What follows belongs to an exercise in optimizing a design on an open flow for small area, a short achievable clock period and few clock cycles per item; a production flow would make more cautious choices. Only simulation tests tie the RTL to the original design; equivalence was not proved. Power is estimated from default activity; no workload was simulated.

==> flow/design.v (excerpt) <==
module mul256_op_seq #(
  parameter int TIMEOUT = 1023
) (
  input  logic              clk,
  input  logic              rst,
  input  logic              cmd_valid,
  output logic              cmd_ready,
  input  logic [mul256_pkg::ADDR_W-1:0] cmd_a,
  input  logic [mul256_pkg::ADDR_W-1:0] cmd_b,
  input  logic [mul256_pkg::ADDR_W-1:0] cmd_dst,
  output logic              busy,
  output logic              done,
  output logic              err,
  output logic              op_read,
  output logic [mul256_pkg::ADDR_W-1:0] op_raddr,
  input  logic [mul256_pkg::OP_W-1:0]   op_rdata,
  output logic              op_write,
  output logic [mul256_pkg::ADDR_W-1:0] op_waddr,
  output logic [mul256_pkg::OP_W-1:0]   op_wdata,
  input  logic              op_wready,
  output logic              mul_start,
  output logic [mul256_pkg::OP_W-1:0]   mul_a,
  output logic [mul256_pkg::OP_W-1:0]   mul_b,
  input  logic              mul_done,
  input  logic [mul256_pkg::PROD_W-1:0] mul_p
);
Size: about 2200 cells after synthesis, about 610 flip-flops, about 1600 I/O pins, about 29000 sq um of cells after synthesis.
==> flow/config.mk <==
export PLATFORM = sky130hd
export DESIGN_NAME = mul256_op_seq
export DESIGN_NICKNAME = mul256_op_seq
export VERILOG_FILES = /design/flow/design.v
export SDC_FILE = /design/flow/constraint.sdc
export NUM_CORES = 4
export LEC_CHECK = 0
export CAP_MARGIN = 20
export CORE_AREA = 10 10 590 590
export DIE_AREA = 0 0 600 600
export SETUP_SLACK_MARGIN = 2.4
export SLEW_MARGIN = 20
export SYNTH_HIERARCHICAL = 1
export SYNTH_MINIMUM_KEEP_SIZE = 0
==> flow/constraint.sdc <==
create_clock -name core_clock -period 4.5 [get_ports {clk}]
set_input_delay 0.9000 -clock core_clock [delete_from_list [all_inputs] [get_ports {clk}]]
set_output_delay 0.9000 -clock core_clock [all_outputs]
set_load 0.01 [all_outputs]
standard.sh (not shown) runs the stock make flow with config.mk's settings and CLKGATE_MAP_FILE= SYNTH_SCRIPT=/design/flow/synth_recipe.tcl, a recipe that flattens the netlist after the stock synthesis.
==> flow/flow/run.sh <==
#!/bin/bash
# Standard layout, except that the port buffers are the smallest buffer cell
# instead of the clock-delay cell buffer_ports picks by default.
set -euo pipefail
export BUFFER_PORTS_ARGS="-buffer_cell sky130_fd_sc_hd__buf_1"
bash standard.sh > standard_flow.log 2>&1
The first run completed without violations.
Testbench counts at the start, summed over its fixed seeds: cycles 13,465, items 1,600.
Next try:
SETUP_SLACK_MARGIN = 1.5   (was 2.4)
Result: The changed run completed with no timing, DRC or antenna violations. Area after synthesis stays the same. Worst setup slack improves by 76 ps. Critical path depth went up by 1. Non-clock buffer count went down by 186. Die area is unchanged.

---

mul256_op_seq, a different RTL version from the one above (not shown whole).
For scale: about 2,300 cells after synthesis, roughly 670 flip-flops, roughly 1,600 I/O pins, roughly 30,000 sq um of cells after synthesis.
export LEC_CHECK = 0
export CAP_MARGIN = 20
export CORE_AREA = 10 10 590 590
export DIE_AREA = 0 0 600 600
export PLACE_DENSITY = 0.8
export SETUP_SLACK_MARGIN = 1.7
export SLEW_MARGIN = 20
export SYNTH_HIERARCHICAL = 1
export SYNTH_MINIMUM_KEEP_SIZE = 0
create_clock -name core_clock -period 4.5 [get_ports {clk}]
==> flow/flow/run.sh <==
#!/bin/bash
# Standard layout, except that
#  - the port buffers are the smallest buffer cell instead of the
#    clock-delay cell buffer_ports picks by default;
#  - each bit's data pins are placed next to each other (flow/pins.tcl).
#  - clock tree synthesis adds no dummy loads.
set -euo pipefail
export BUFFER_PORTS_ARGS="-buffer_cell sky130_fd_sc_hd__buf_1"
export PRE_IO_PLACEMENT_TCL="$PWD/flow/pins.tcl"
export CTS_ARGS="-sink_clustering_enable -repair_clock_nets -dont_use_dummy_load -sink_clustering_size 20 -sink_clustering_max_diameter 60"
bash standard.sh > standard_flow.log 2>&1
==> flow/flow/pins.tcl <==
for {set i 0} {$i < 260} {incr i} {
  set hi [expr {$i + 260}]
  set_io_pin_constraint -group -order -pin_names [list \
    "mul_b\[$i\]" "op_rdata\[$i\]" "mul_a\[$i\]" \
    "mul_p\[$i\]" "op_wdata\[$i\]" "mul_p\[$hi\]"]
}
Testbench counts at the start, summed over its fixed seeds: cycles 13,465, items 1,600.
Change:
--- a/flow/flow/run.sh
+++ b/flow/flow/run.sh
@@ -8,4 +8,4 @@
 export BUFFER_PORTS_ARGS="-buffer_cell sky130_fd_sc_hd__buf_1"
 export PRE_IO_PLACEMENT_TCL="$PWD/flow/pins.tcl"
-export CTS_ARGS="-sink_clustering_enable -repair_clock_nets -dont_use_dummy_load -sink_clustering_size 20 -sink_clustering_max_diameter 60"
+export CTS_ARGS="-sink_clustering_enable -repair_clock_nets -dont_use_dummy_load"
 bash standard.sh > standard_flow.log 2>&1
- ABC_CLOCK_PERIOD_IN_PS: unset -> 2000
- PLACE_DENSITY: 0.8 -> unset
- SETUP_SLACK_MARGIN: 1.7 -> 2.0
=> Sequential power hardly moves. Core utilization is higher by 0.51 points. Via count is lower by 1.7%. Count of clock-buffer cells in the layout increases by 24.
Change:
- ABC_CLOCK_PERIOD_IN_PS: 2000 -> unset
- PLACE_DENSITY: unset -> 0.8
Result: Wire length came out lower by a few percent. Hold slack gets worse by 0.010 ns. Clock power came out lower by a few percent. Clock-buffer cell count came out lower by 3. Cell count barely changes. Non-clock buffer count came out lower by 3. Setup slack gets better by 0.049 ns. Synthesized cell count is unchanged. Sequential power barely changes. Global-route usage came out lower by 0.22 points.
Change:
--- a/flow/flow/run.sh
+++ b/flow/flow/run.sh
@@ -8,4 +8,4 @@
 export BUFFER_PORTS_ARGS="-buffer_cell sky130_fd_sc_hd__buf_1"
 export PRE_IO_PLACEMENT_TCL="$PWD/flow/pins.tcl"
-export CTS_ARGS="-sink_clustering_enable -repair_clock_nets -dont_use_dummy_load"
+export CTS_ARGS="-sink_clustering_enable -repair_clock_nets -dont_use_dummy_load -sink_clustering_size 20 -sink_clustering_max_diameter 60"
 bash standard.sh > standard_flow.log 2>&1
- SETUP_SLACK_MARGIN: 2.0 -> 2.2
After rerunning:
- first-iteration DRC count rose by about 3%
- final cell count stays flat
- wire length rose by 1.5%
Change:
==> flow/flow/run.sh (replaced) <==
#!/bin/bash
# Standard layout, except that
#  - the port buffers are the smallest buffer cell instead of the
#    clock-delay cell buffer_ports picks by default;
#  - each bit's data pins are placed next to each other (flow/pins.tcl).
set -euo pipefail
export BUFFER_PORTS_ARGS="-buffer_cell sky130_fd_sc_hd__buf_1"
export PRE_IO_PLACEMENT_TCL="$PWD/flow/pins.tcl"
bash standard.sh > standard_flow.log 2>&1
- PLACE_DENSITY: 0.8 -> unset
- SETUP_SLACK_MARGIN: 2.2 -> 2.4
After rerunning: Via count goes down by 1.3%; hold slack is worse by 0.017 ns; critical path depth is unchanged; total power rises by 17%; routed wire length rose by 6.8%; fmax is lower by 1.5%; die area does not change; final cell count went up by 1.4%; count of clock-buffer cells in the layout grows by 62.

port drivers added, routing unchanged:
Ports are ideal in the flow. The routed layouts listed here were re-timed in OpenROAD.
Step 1 (the two cells are an assumption about what drives the block):
set clk [get_ports {clk}]
set_driving_cell -lib_cell sky130_fd_sc_hd__clkbuf_16 $clk
set_driving_cell -lib_cell sky130_fd_sc_hd__buf_2 [delete_from_list [all_inputs] $clk]
Step 2 adds t to the input delays and takes it off the output delays; t is the mean of the earliest and latest rising clock arrival at the registers after step 1. Input paths then give back, and output paths get back, about the clock's delay inside the block.
a / b / c = ideal ports / drivers / drivers and shift; a / b = the first two.
run | shift t [ns] | slack for setup (ns) | hold WS [ns] | latest minus earliest clock arrival (ns)
the first run of note 1 | 0.862 | 1.421 / 1.341 / 1.255 | 0.265 / 0.216 / 0.506 | 0.052 / 0.052
the second run of note 1 | 0.861 | 1.496 / 1.416 / 1.100 | 0.263 / 0.219 / 0.483 | 0.049 / 0.049
the first run of note 2 | 0.791 | 1.787 / 1.585 / 1.299 | 0.315 / 0.267 / 0.511 | 0.106 / 0.106
the second run of note 2 | 0.824 | 1.823 / 1.730 / 1.278 | 0.300 / 0.247 / 0.479 | 0.074 / 0.074
the third run of note 2 | 0.828 | 1.872 / 1.672 / 1.172 | 0.290 / 0.243 / 0.492 | 0.093 / 0.093
the fourth run of note 2 | 0.788 | 1.855 / 1.732 / 1.367 | 0.315 / 0.270 / 0.505 | 0.106 / 0.105
the fifth run of note 2 | 0.841 | 1.814 / 1.721 / 1.240 | 0.298 / 0.245 / 0.507 | 0.045 / 0.045
After both steps setup and hold are still met in every run listed. For the third run of note 2, which loses most, drivers alone change the setup slack by -0.200 ns; drivers and shift together by -0.700 ns.
